What follows belongs to an exercise in optimizing a design on an open flow for a short achievable clock period and few clock cycles per item; a production flow would make more cautious choices. In this exercise RTL edits were held to simulation tests only and were not proved equivalent to the original. Power figures rest on the tool's default switching activity, not on a simulated workload.

===== design/flow/constraint.sdc =====
create_clock -name core_clock -period 5.0 [get_ports {clk}]
set_input_delay 1.0000 -clock core_clock [delete_from_list [all_inputs] [get_ports {clk}]]
set_output_delay 1.0000 -clock core_clock [all_outputs]
set_load 0.01 [all_outputs]

===== design/flow/config.mk =====
export PLATFORM = sky130hd
export DESIGN_NAME = mips_core
export DESIGN_NICKNAME = mips_core
export VERILOG_FILES = /design/flow/design.v
export SDC_FILE = /design/flow/constraint.sdc
export NUM_CORES = 4
export LEC_CHECK = 0
export CAP_MARGIN = 20
export CORE_MARGIN = 2
export CORE_UTILIZATION = 40
export SLEW_MARGIN = 20

===== design/flow/run.sh =====
#!/bin/bash
# synth_recipe.tcl (not shown) runs the flow's synth.tcl, then flattens the netlist and writes it again
# the make line also repeats each setting of config.mk as NAME=value (left out here)
make -C /OpenROAD-flow-scripts/flow DESIGN_CONFIG=/design/flow/config.mk WORK_HOME=/design/flow/orfs CLKGATE_MAP_FILE= SYNTH_SCRIPT=/design/flow/synth_recipe.tcl finish

===== design/flow/design.v =====
package mips_pkg;
	typedef enum logic [5:0] {
		SPECIAL = 6'h00,	 
		ADDIU   = 6'h09,
		LW      = 6'h23,
		SW      = 6'h2b
	} opcode_e;
	typedef enum logic [5:0] {
		SLL  = 6'h00,	 
		ADDU = 6'h21,
		SUBU = 6'h23
	} funct_e;
	typedef enum logic [1:0] {
		ADD_RT  = 2'd0,	 
		SUB_RT  = 2'd1,	 
		ADD_IMM = 2'd2	 
	} alu_op_e;
	typedef struct packed {
		alu_op_e    alu_op;
		logic       mem_rd;	 
		logic       mem_wr;	 
		logic       wb_en;	 
		logic [4:0] dest;	 
	} ctrl_t;
endpackage
`timescale 1ns/1ps
module regfile (
	input  logic                  clk,
	input  logic                  reset,
	input  logic [4:0]            rd0_sel,
	input  logic [4:0]            rd1_sel,
	input  logic                  wr_en,
	input  logic [4:0]            wr_sel,
	input  logic [32-1:0] wr_data,
	output logic [32-1:0] rd0_data,
	output logic [32-1:0] rd1_data
);
	logic [32-1:0] regs [32];
	logic                  wr_live;	 
	assign wr_live = wr_en && (wr_sel != 5'd0);	 
	always_ff @(posedge clk) begin
		if (reset) begin
			for (int i = 0; i < 32; i++)
				regs[i] <= (i == 29) ? 32'h8012_0000 : '0;	 
		end else if (wr_live) begin
			regs[wr_sel] <= wr_data;
		end
	end
	assign rd0_data = (wr_live && wr_sel == rd0_sel) ? wr_data : regs[rd0_sel];
	assign rd1_data = (wr_live && wr_sel == rd1_sel) ? wr_data : regs[rd1_sel];
endmodule
`timescale 1ns/1ps
module fetch_decode (
	input  logic                  clk,
	input  logic                  reset,
	input  logic [32-1:0] instr_in,
	output logic [32-1:0] instr_addr,
	output logic [4:0]            rs_sel,	 
	output logic [4:0]            rt_sel,
	input  logic [32-1:0] rs_data,
	input  logic [32-1:0] rt_data,
	output logic                  id_valid,
	output mips_pkg::ctrl_t       id_ctrl,
	output logic [4:0]            id_rs_sel,
	output logic [4:0]            id_rt_sel,
	output logic [32-1:0] id_rs_val,
	output logic [32-1:0] id_rt_val,
	output logic [15:0]           id_imm
);
	logic [32-1:0] pc;
	logic [32-1:0] if_instr;	 
	logic                  if_valid;
	mips_pkg::opcode_e     opcode;
	mips_pkg::funct_e      funct;
	mips_pkg::ctrl_t       dec_ctrl;
	logic                  uses_rt;	 
	logic                  stall;	 
	assign instr_addr = pc;
	always_ff @(posedge clk) begin
		if (reset) begin
			pc       <= 32'h8002_0000;
			if_valid <= 1'b0;
		end else if (!stall) begin
			pc       <= pc + 32'(4);
			if_valid <= 1'b1;
		end
	end
	always_ff @(posedge clk)
		if (!stall)
			if_instr <= instr_in;	 
	assign opcode = mips_pkg::opcode_e'(if_instr[31:26]);
	assign funct  = mips_pkg::funct_e'(if_instr[5:0]);
	assign rs_sel = if_instr[25:21];
	assign rt_sel = if_instr[20:16];
	always_comb begin
		dec_ctrl.alu_op = mips_pkg::ADD_RT;
		dec_ctrl.mem_rd = 1'b0;
		dec_ctrl.mem_wr = 1'b0;
		dec_ctrl.wb_en  = 1'b0;
		dec_ctrl.dest   = 5'd0;
		uses_rt         = 1'b0;
		case (opcode)
			mips_pkg::SPECIAL: begin
				case (funct)
					mips_pkg::ADDU, mips_pkg::SUBU: begin
						dec_ctrl.alu_op = (funct == mips_pkg::SUBU) ? mips_pkg::SUB_RT
						                                              : mips_pkg::ADD_RT;
						dec_ctrl.wb_en  = 1'b1;
						dec_ctrl.dest   = if_instr[15:11];	 
						uses_rt         = 1'b1;
					end
					default: ;	 
				endcase
			end
			mips_pkg::ADDIU: begin
				dec_ctrl.alu_op = mips_pkg::ADD_IMM;
				dec_ctrl.wb_en  = 1'b1;
				dec_ctrl.dest   = if_instr[20:16];	 
			end
			mips_pkg::LW: begin
				dec_ctrl.alu_op = mips_pkg::ADD_IMM;	 
				dec_ctrl.mem_rd = 1'b1;
				dec_ctrl.wb_en  = 1'b1;
				dec_ctrl.dest   = if_instr[20:16];
			end
			mips_pkg::SW: begin
				dec_ctrl.alu_op = mips_pkg::ADD_IMM;
				dec_ctrl.mem_wr = 1'b1;
				uses_rt         = 1'b1;	 
			end
			default: ;
		endcase
	end
	assign stall = if_valid && id_valid && id_ctrl.mem_rd && (id_ctrl.dest != 5'd0) &&
	               ((id_ctrl.dest == rs_sel) || (uses_rt && id_ctrl.dest == rt_sel));
	always_ff @(posedge clk) begin
		if (reset) begin
			id_valid <= 1'b0;
			id_ctrl  <= '0;
		end else begin
			id_valid <= if_valid && !stall;	 
			id_ctrl  <= dec_ctrl;
		end
	end
	always_ff @(posedge clk) begin
		id_rs_sel <= rs_sel;
		id_rt_sel <= rt_sel;
		id_rs_val <= rs_data;
		id_rt_val <= rt_data;
		id_imm    <= if_instr[15:0];
	end
endmodule
`timescale 1ns/1ps
module execute (
	input  logic                  clk,
	input  logic                  reset,
	input  logic                  id_valid,
	input  mips_pkg::ctrl_t       id_ctrl,
	input  logic [4:0]            id_rs_sel,
	input  logic [4:0]            id_rt_sel,
	input  logic [32-1:0] id_rs_val,
	input  logic [32-1:0] id_rt_val,
	input  logic [15:0]           id_imm,
	input  logic                  wb_en,	 
	input  logic [4:0]            wb_sel,
	input  logic [32-1:0] wb_data,
	output logic                  ex_me_valid,
	output mips_pkg::ctrl_t       ex_me_ctrl,
	output logic [32-1:0] ex_me_result,	 
	output logic [32-1:0] ex_me_store_data	 
);
	logic                  me_fwd;	 
	logic [32-1:0] op_a;	 
	logic [32-1:0] op_b;	 
	logic [32-1:0] imm_ext;
	logic [32-1:0] alu_out;
	function automatic logic [32-1:0] pick_operand(
		input logic [4:0]            sel,
		input logic [32-1:0] id_val,
		input logic                  me_ok,
		input logic [4:0]            me_dest,
		input logic [32-1:0] me_val,
		input logic                  wb_ok,
		input logic [4:0]            wb_dest,
		input logic [32-1:0] wb_val
	);
		if (me_ok && me_dest == sel)
			pick_operand = me_val;
		else if (wb_ok && wb_dest == sel)
			pick_operand = wb_val;
		else
			pick_operand = id_val;
	endfunction
	assign me_fwd = ex_me_valid && ex_me_ctrl.wb_en && !ex_me_ctrl.mem_rd &&
	                (ex_me_ctrl.dest != 5'd0);
	assign op_a = pick_operand(id_rs_sel, id_rs_val, me_fwd, ex_me_ctrl.dest, ex_me_result,
	                           wb_en, wb_sel, wb_data);
	assign op_b = pick_operand(id_rt_sel, id_rt_val, me_fwd, ex_me_ctrl.dest, ex_me_result,
	                           wb_en, wb_sel, wb_data);
	assign imm_ext = {{(32-16){id_imm[15]}}, id_imm};	 
	always_comb begin
		case (id_ctrl.alu_op)
			mips_pkg::SUB_RT:  alu_out = op_a - op_b;
			mips_pkg::ADD_IMM: alu_out = op_a + imm_ext;	 
			default:           alu_out = op_a + op_b;	 
		endcase
	end
	always_ff @(posedge clk) begin
		if (reset) begin
			ex_me_valid <= 1'b0;
			ex_me_ctrl  <= '0;
		end else begin
			ex_me_valid <= id_valid;
			ex_me_ctrl  <= id_ctrl;
		end
	end
	always_ff @(posedge clk) begin
		ex_me_result     <= alu_out;
		ex_me_store_data <= op_b;	 
	end
endmodule
`timescale 1ns/1ps
module mem_writeback (
	input  logic                  clk,
	input  logic                  reset,
	input  logic [32-1:0] data_in,
	input  logic                  ex_me_valid,	 
	input  mips_pkg::ctrl_t       ex_me_ctrl,
	input  logic [32-1:0] ex_me_result,
	input  logic [32-1:0] ex_me_store_data,
	output logic [32-1:0] data_addr,
	output logic [32-1:0] data_out,
	output logic                  data_rd_wr,	 
	output logic                  wb_en,
	output logic [4:0]            wb_sel,
	output logic [32-1:0] wb_data
);
	logic                  wb_valid;	 
	logic [4:0]            wb_dest;
	logic [32-1:0] wb_value;
	assign data_addr  = ex_me_result;
	assign data_out   = ex_me_store_data;
	assign data_rd_wr = !(ex_me_valid && ex_me_ctrl.mem_wr);	 
	always_ff @(posedge clk) begin
		if (reset)
			wb_valid <= 1'b0;
		else
			wb_valid <= ex_me_valid && ex_me_ctrl.wb_en && (ex_me_ctrl.dest != 5'd0);
	end
	always_ff @(posedge clk) begin
		wb_dest  <= ex_me_ctrl.dest;
		wb_value <= ex_me_ctrl.mem_rd ? data_in : ex_me_result;	 
	end
	assign wb_en   = wb_valid;
	assign wb_sel  = wb_dest;
	assign wb_data = wb_value;
endmodule
`timescale 1ns/1ps
module mips_core (
	input  logic                  clk,
	input  logic                  reset,
	input  logic [32-1:0] instr_in,
	input  logic [32-1:0] data_in,
	output logic [32-1:0] instr_addr,
	output logic [32-1:0] data_addr,
	output logic [32-1:0] data_out,
	output logic                  data_rd_wr
);
	logic [4:0]            rs_sel, rt_sel;	 
	logic [32-1:0] rs_data, rt_data;
	logic                  id_valid;	 
	mips_pkg::ctrl_t       id_ctrl;
	logic [4:0]            id_rs_sel, id_rt_sel;
	logic [32-1:0] id_rs_val, id_rt_val;
	logic [15:0]           id_imm;
	logic                  wb_en;	 
	logic [4:0]            wb_sel;
	logic [32-1:0] wb_data;
	logic                  ex_me_valid;	 
	mips_pkg::ctrl_t       ex_me_ctrl;
	logic [32-1:0] ex_me_result;
	logic [32-1:0] ex_me_store_data;
	regfile regfile_inst (
		.clk(clk), .reset(reset),
		.rd0_sel(rs_sel), .rd1_sel(rt_sel),
		.wr_en(wb_en), .wr_sel(wb_sel), .wr_data(wb_data),
		.rd0_data(rs_data), .rd1_data(rt_data)
	);
	fetch_decode fetch_decode_inst (
		.clk(clk), .reset(reset), .instr_in(instr_in), .instr_addr(instr_addr),
		.rs_sel(rs_sel), .rt_sel(rt_sel), .rs_data(rs_data), .rt_data(rt_data),
		.id_valid(id_valid), .id_ctrl(id_ctrl), .id_rs_sel(id_rs_sel), .id_rt_sel(id_rt_sel),
		.id_rs_val(id_rs_val), .id_rt_val(id_rt_val), .id_imm(id_imm)
	);
	execute execute_inst (
		.clk(clk), .reset(reset),
		.id_valid(id_valid), .id_ctrl(id_ctrl), .id_rs_sel(id_rs_sel), .id_rt_sel(id_rt_sel),
		.id_rs_val(id_rs_val), .id_rt_val(id_rt_val), .id_imm(id_imm),
		.wb_en(wb_en), .wb_sel(wb_sel), .wb_data(wb_data),
		.ex_me_valid(ex_me_valid), .ex_me_ctrl(ex_me_ctrl), .ex_me_result(ex_me_result),
		.ex_me_store_data(ex_me_store_data)
	);
	mem_writeback mem_writeback_inst (
		.clk(clk), .reset(reset), .data_in(data_in), .ex_me_valid(ex_me_valid), .ex_me_ctrl(ex_me_ctrl),
		.ex_me_result(ex_me_result), .ex_me_store_data(ex_me_store_data),
		.data_addr(data_addr), .data_out(data_out), .data_rd_wr(data_rd_wr),
		.wb_en(wb_en), .wb_sel(wb_sel), .wb_data(wb_data)
	);
endmodule

==> out/qor.json <==
{
  "maximum_number_of_pins_on_one_net_before_global_route_repair": {"value": 70},
  "p_switching": {"value": 8540, "unit": "uW"},
  "core_area": {"value": 0.167, "unit": "mm2"},
  "power_per_cell_area": {"value": 375, "unit": "mW/mm2"},
  "synthToLayoutAreaGrowth": {"value": 16.0, "unit": "%"},
  "synthFlopType": {"value": "sky130_fd_sc_hd__edfxtp_1"},
  "cts-hold-fix-buffers": {"value": 0},
  "grt.overflow.total": {"value": 0},
  "setup-tns-final": {"value": 0, "unit": "ns"},
  "p_total": {"value": 29200, "unit": "uW"},
  "finalClockSkew": {"value": 0.0314, "unit": "ns"},
  "placed_cells": {"value": 6841},
  "die-area": {"value": 0.171, "unit": "mm2"},
  "min-delay-start": {"value": "fetch_decode_inst.if_instr[10]"},
  "post-synth-top-count-cell": {"value": "sky130_fd_sc_hd__edfxtp_1"},
  "required": {"value": 5.71, "unit": "ns"},
  "final_layout_size_suffix_gt1_share": {"value": 26.7, "unit": "%"},
  "cts_root_buffer": {"value": "sky130_fd_sc_hd__clkbuf_16"},
  "synthTopCellsByArea": {"value": "sky130_fd_sc_hd__edfxtp_1, sky130_fd_sc_hd__mux4_2, sky130_fd_sc_hd__and2_1"},
  "reg2reg_depth": {"value": 23},
  "post_route_worst_hold_slack": {"value": 0.321, "unit": "ns"},
  "worst_setup_path_end_kind": {"value": "register"},
  "min_delay_worst_endpoint": {"value": "fetch_decode_inst.id_imm[10]"},
  "initial_utilization": {"value": 40.2, "unit": "%"},
  "p_clk_share": {"value": 36.1, "unit": "%"},
  "vias_in_the_first_global_route": {"value": 42844},
  "die-height": {"value": 413, "unit": "um"},
  "path_class": {"value": "reg -> reg"},
  "post-dp-hpwl": {"value": 134000, "unit": "um"},
  "gp_congestion": {"value": 0.904},
  "multi_input_area": {"value": 0.0293, "unit": "mm2"},
  "rsz0062_at_grt": {"value": "yes"},
  "tightest_slew": {"value": 1.16, "unit": "ns"},
  "critical_path_arrival": {"value": 5.59, "unit": "ns"},
  "finalHoldViolCount": {"value": 0},
  "worstHoldPathCells": {"value": 0},
  "synth_cells": {"value": 4648},
  "syn_area_per_cell": {"value": 14.4, "unit": "um2"},
  "power.combinational.fraction": {"value": 18.5, "unit": "%"},
  "yosys_warnings": {"value": 4},
  "design.portCount": {"value": 163},
  "placementRows": {"value": 150},
  "synth_enable_flop_cells": {"value": 1056},
  "synth_async_sr_flop_share": {"value": 0, "unit": "%"},
  "dieWidth": {"value": 413, "unit": "um"},
  "clock.fmax": {"value": 205, "unit": "MHz"},
  "synth-seq-cells": {"value": 1309},
  "max-vdd-ir-drop": {"value": 367, "unit": "uV"},
  "regArea": {"value": 0.0368, "unit": "mm2"},
  "cts_max_path_buffers": {"value": 3},
  "finalNonFillerCells": {"value": 7115},
  "avgViaCountPerCell": {"value": 5.95},
  "route.antenna.remaining_nets": {"value": 0},
  "remaining_drc_errors": {"value": 0},
  "nets": {"value": 4896},
  "synthesis.area": {"value": 0.0670, "unit": "mm2"},
  "setup-violations-final": {"value": 0},
  "yosysUniqueCellTypes": {"value": 79},
  "route.met2.wl": {"value": 103000, "unit": "um"},
  "layout_worst_path_cycle_share": {"value": 97.5, "unit": "%"},
  "synth.top_cell.area_share": {"value": 47.3, "unit": "%"},
  "drv_cap": {"value": 0},
  "r2r_start": {"value": "execute_inst.ex_me_ctrl[1]"},
  "crit_fanout": {"value": 4},
  "yosysTopAreaCell": {"value": "sky130_fd_sc_hd__edfxtp_1"},
  "cts_inserted_buffers": {"value": 145},
  "grt_pass1_wl": {"value": 307000, "unit": "um"},
  "worstReg2RegEnd": {"value": "execute_inst.ex_me_result[27]"},
  "cts_tree": {"value": "built"},
  "fill_cells": {"value": 14266},
  "met1_length": {"value": 84800, "unit": "um"},
  "cell_internal_pwr": {"value": 20600, "unit": "uW"},
  "sequentialPowerShare": {"value": 45.4, "unit": "%"},
  "post_drt_wl_per_cell": {"value": 30.2, "unit": "um"},
  "iteration_0_drc_count_of_the_detailed_router": {"value": 5523},
  "routed_wl": {"value": 215000, "unit": "um"},
  "vias": {"value": 42354},
  "total_leakage_power": {"value": 0.0277, "unit": "uW"},
  "synth.yosys.seq_area_share": {"value": 54.9, "unit": "%"},
  "clock_sinks": {"value": 1309},
  "relSlewSlack": {"value": 23.0, "unit": "%"},
  "initial_antenna_violation_count": {"value": 12},
  "cp-start-kind": {"value": "register"},
  "detailedRoute.firstPassIterationCount": {"value": 6},
  "clock_latency_on_the_worst_skew_pair": {"value": 0.78, "unit": "ns"},
  "power_switching_share": {"value": 29.3, "unit": "%"},
  "reg2reg_slack": {"value": 0.13, "unit": "ns"},
  "yosys-top-cells-count": {"value": "sky130_fd_sc_hd__edfxtp_1, sky130_fd_sc_hd__and2_1, sky130_fd_sc_hd__mux4_2"},
  "outcome": {"value": "no timing/DRC/antenna violations"},
  "clk_pin_slew": {"value": 0.06, "unit": "ns"},
  "finalWorstPathRequiredPeriod": {"value": 4.87, "unit": "ns"},
  "met3RoutedLength": {"value": 18200, "unit": "um"},
  "port-buffer-count": {"value": 160},
  "htree_num_levels": {"value": 4},
  "top_signal_layer_used": {"value": "met4"},
  "grt_util_all_layers": {"value": 25.1, "unit": "%"},
  "hp-class": {"value": "reg -> reg"},
  "maxSlewViolCount": {"value": 0}
}
## power groups by stage
stage | clock (uW) | sequential, uW | combinational [uW]
after floorplan | 0 | 13200 | 3000
after global placement | 0 | 13400 | 5320
after detailed placement | 0 | 13500 | 5340
after CTS | 10700 | 13200 | 5350
after global routing | 11100 | 13300 | 5710
final | 10500 | 13200 | 5410
## cell families (layout without fill, tap and decap cells)
family          Yosys count  after routing  share of synthesized area (%)
compound gates          362            362                           3.34
xor+xnor                 92             92                           1.21
fa+ha+maj                36             36                          0.683
buf+inv                 503            730                           2.92
flops                  1309           1309                           54.9
mux                     798            798                           24.0
other cells               1             37                        0.00559
simple gates           1547           1547                           13.0
## stage by stage
step                      cell area [um2]  setup WS, ns  util (%)
after detailed placement            72800       -0.0753      43.6
after global placement              72800       -0.0618      43.6
after global routing                77800       -0.0812      46.6
final                               77800         0.126      46.6
after floorplan                     67200       -0.0122         -
after CTS                           77400        0.0277      46.4
## worst max-delay path, cell delays in order (launching register included)
cell and delay (ns):
sky130_fd_sc_hd__dfxtp_4 0.36, sky130_fd_sc_hd__or4_4 0.55, sky130_fd_sc_hd__o211ai_2 0.18, sky130_fd_sc_hd__or4_4 0.21, sky130_fd_sc_hd__nand3_4 0.08, sky130_fd_sc_hd__o21ai_4 0.09, sky130_fd_sc_hd__ha_4 0.18, sky130_fd_sc_hd__nand2_2 0.05
sky130_fd_sc_hd__or4_4 0.49, sky130_fd_sc_hd__mux2_4 0.31, sky130_fd_sc_hd__a222oi_1 0.23, sky130_fd_sc_hd__inv_1 0.13, sky130_fd_sc_hd__ha_4 0.26, sky130_fd_sc_hd__a21o_1 0.17, sky130_fd_sc_hd__a21oi_2 0.11, sky130_fd_sc_hd__nor2b_1 0.05
sky130_fd_sc_hd__o21ai_1 0.16, sky130_fd_sc_hd__o21ai_2 0.11, sky130_fd_sc_hd__o41ai_2 0.33, sky130_fd_sc_hd__buf_4 0.20, sky130_fd_sc_hd__a21bo_4 0.13, sky130_fd_sc_hd__a31o_4 0.18, sky130_fd_sc_hd__o21a_1 0.13, sky130_fd_sc_hd__xnor2_1 0.10
## cells in the final DEF, fill, tap and decap left out, types with 18 or more instances in the layout
cell                              count
sky130_fd_sc_hd__mux2_2              48
sky130_fd_sc_hd__dfxtp_1            239
sky130_fd_sc_hd__nand3_1             37
sky130_fd_sc_hd__clkbuf_1            35
sky130_fd_sc_hd__xor2_1              40
sky130_fd_sc_hd__nor3_1              54
sky130_fd_sc_hd__clkbuf_16          153
sky130_fd_sc_hd__buf_12              39
sky130_fd_sc_hd__buf_4              219
sky130_fd_sc_hd__inv_1               43
sky130_fd_sc_hd__conb_1              34
sky130_fd_sc_hd__o21ai_4             33
sky130_fd_sc_hd__nor2_4              30
sky130_fd_sc_hd__clkinv_2            22
sky130_fd_sc_hd__a21oi_1             89
sky130_fd_sc_hd__and2_1             964
sky130_fd_sc_hd__nor2_1             170
sky130_fd_sc_hd__mux2i_1            106
sky130_fd_sc_hd__nor2b_1             18
sky130_fd_sc_hd__xnor2_1             48
sky130_fd_sc_hd__a21o_1              23
sky130_fd_sc_hd__ha_1                33
sky130_fd_sc_hd__nand2_1            167
sky130_fd_sc_hd__clkinv_1            19
sky130_fd_sc_hd__mux4_2             640
sky130_fd_sc_hd__o21ai_0             99
sky130_fd_sc_hd__clkdlybuf4s50_1    159
sky130_fd_sc_hd__edfxtp_1          1056
## layer usage
metal | vias up | global-route usage, %
li1 | 17861 | -
met1 | 21937 | 34.1
met2 | 2195 | 40.5
met3 | 361 | 3.90
met4 | 0 | 9.78
met5 | - | 0
## registers in the layout (all words and copies together), names as in the netlist, named ones only
name                           flops
execute_inst.ex_me_ctrl            8
mem_writeback_inst.wb_valid        1
fetch_decode_inst.id_rs_val       32
execute_inst.ex_me_result         32
fetch_decode_inst.id_imm          16
fetch_decode_inst.id_rt_val       32
fetch_decode_inst.id_rt_sel        5
fetch_decode_inst.id_ctrl         10
execute_inst.ex_me_store_data     32
fetch_decode_inst.if_instr        32
mem_writeback_inst.wb_dest         5
regfile_inst.regs               1024
mem_writeback_inst.wb_value       32
fetch_decode_inst.id_valid         1
execute_inst.ex_me_valid           1
fetch_decode_inst.id_rs_sel        5
fetch_decode_inst.pc              30
fetch_decode_inst.if_valid         1
## area by class of cell
cell class | count | area share (%)
diodes | 3 | 0.00965
clock buffers | 200 | 5.28
flip-flops and latches | 1309 | 47.3
clock inverters | 61 | 0.660
multi-input cells | 2869 | 37.7
well taps | 2204 | 3.55
inverters | 45 | 0.219
repair buffers | 424 | 5.29
## repair_timing
| action | in CTS | in global routing |
|---|---|---|
| buffers inserted | 0 | 9 |
| pin swaps | 2 | 19 |
| endpoints found under the setup margin | 4 | 17 |
| cloned | 0 | 1 |
| gates resized for setup | 1 | 56 |
## how the worst max path moves through the flow
| stage | startpoint | endpoint | slack (ns) | cells past startpoint |
|---|---|---|---|---|
| floorplan | execute_inst.ex_me_ctrl[7] | execute_inst.ex_me_result[27] | -0.01 | 28 |
| global placement | execute_inst.ex_me_ctrl[2] | execute_inst.ex_me_result[27] | -0.06 | 23 |
| finish | execute_inst.ex_me_ctrl[1] | execute_inst.ex_me_result[27] | 0.13 | 23 |
| global route | execute_inst.ex_me_ctrl[1] | execute_inst.ex_me_result[27] | -0.08 | 23 |
| CTS | execute_inst.ex_me_ctrl[2] | execute_inst.ex_me_result[27] | 0.03 | 23 |
| detailed placement | execute_inst.ex_me_ctrl[2] | execute_inst.ex_me_result[27] | -0.08 | 23 |
Testbench counts, summed over its fixed seeds: cycles 16,908, instrs 16,248.

[static timing again, ports no longer ideal]
The results above use ideal ports. As a check the final layout listed here was re-extracted and re-timed, cells and wires unchanged.
Step 1 assumes that a clkbuf_16 drives the clock port and a buf_2 every other input.
Step 2 moves the port delays by t, midway between the first and last clock arrival at a register: inputs arrive t later, outputs are due t later. That takes back most of the time a late clock gives input paths.
Three values: ideal ports, drivers, drivers and shift; two values: the first two.
t, ns: 0.859
slack for setup (ns): 0.126 / 0.126 / 0.126
clock arrival spread, ns: 0.037 / 0.037
slew at the worst register clock pin (ns): 0.07 / 0.07
After both steps this run still meets setup and hold. For this run, drivers alone change the setup slack by 0.000 ns; drivers and shift together by 0.000 ns.
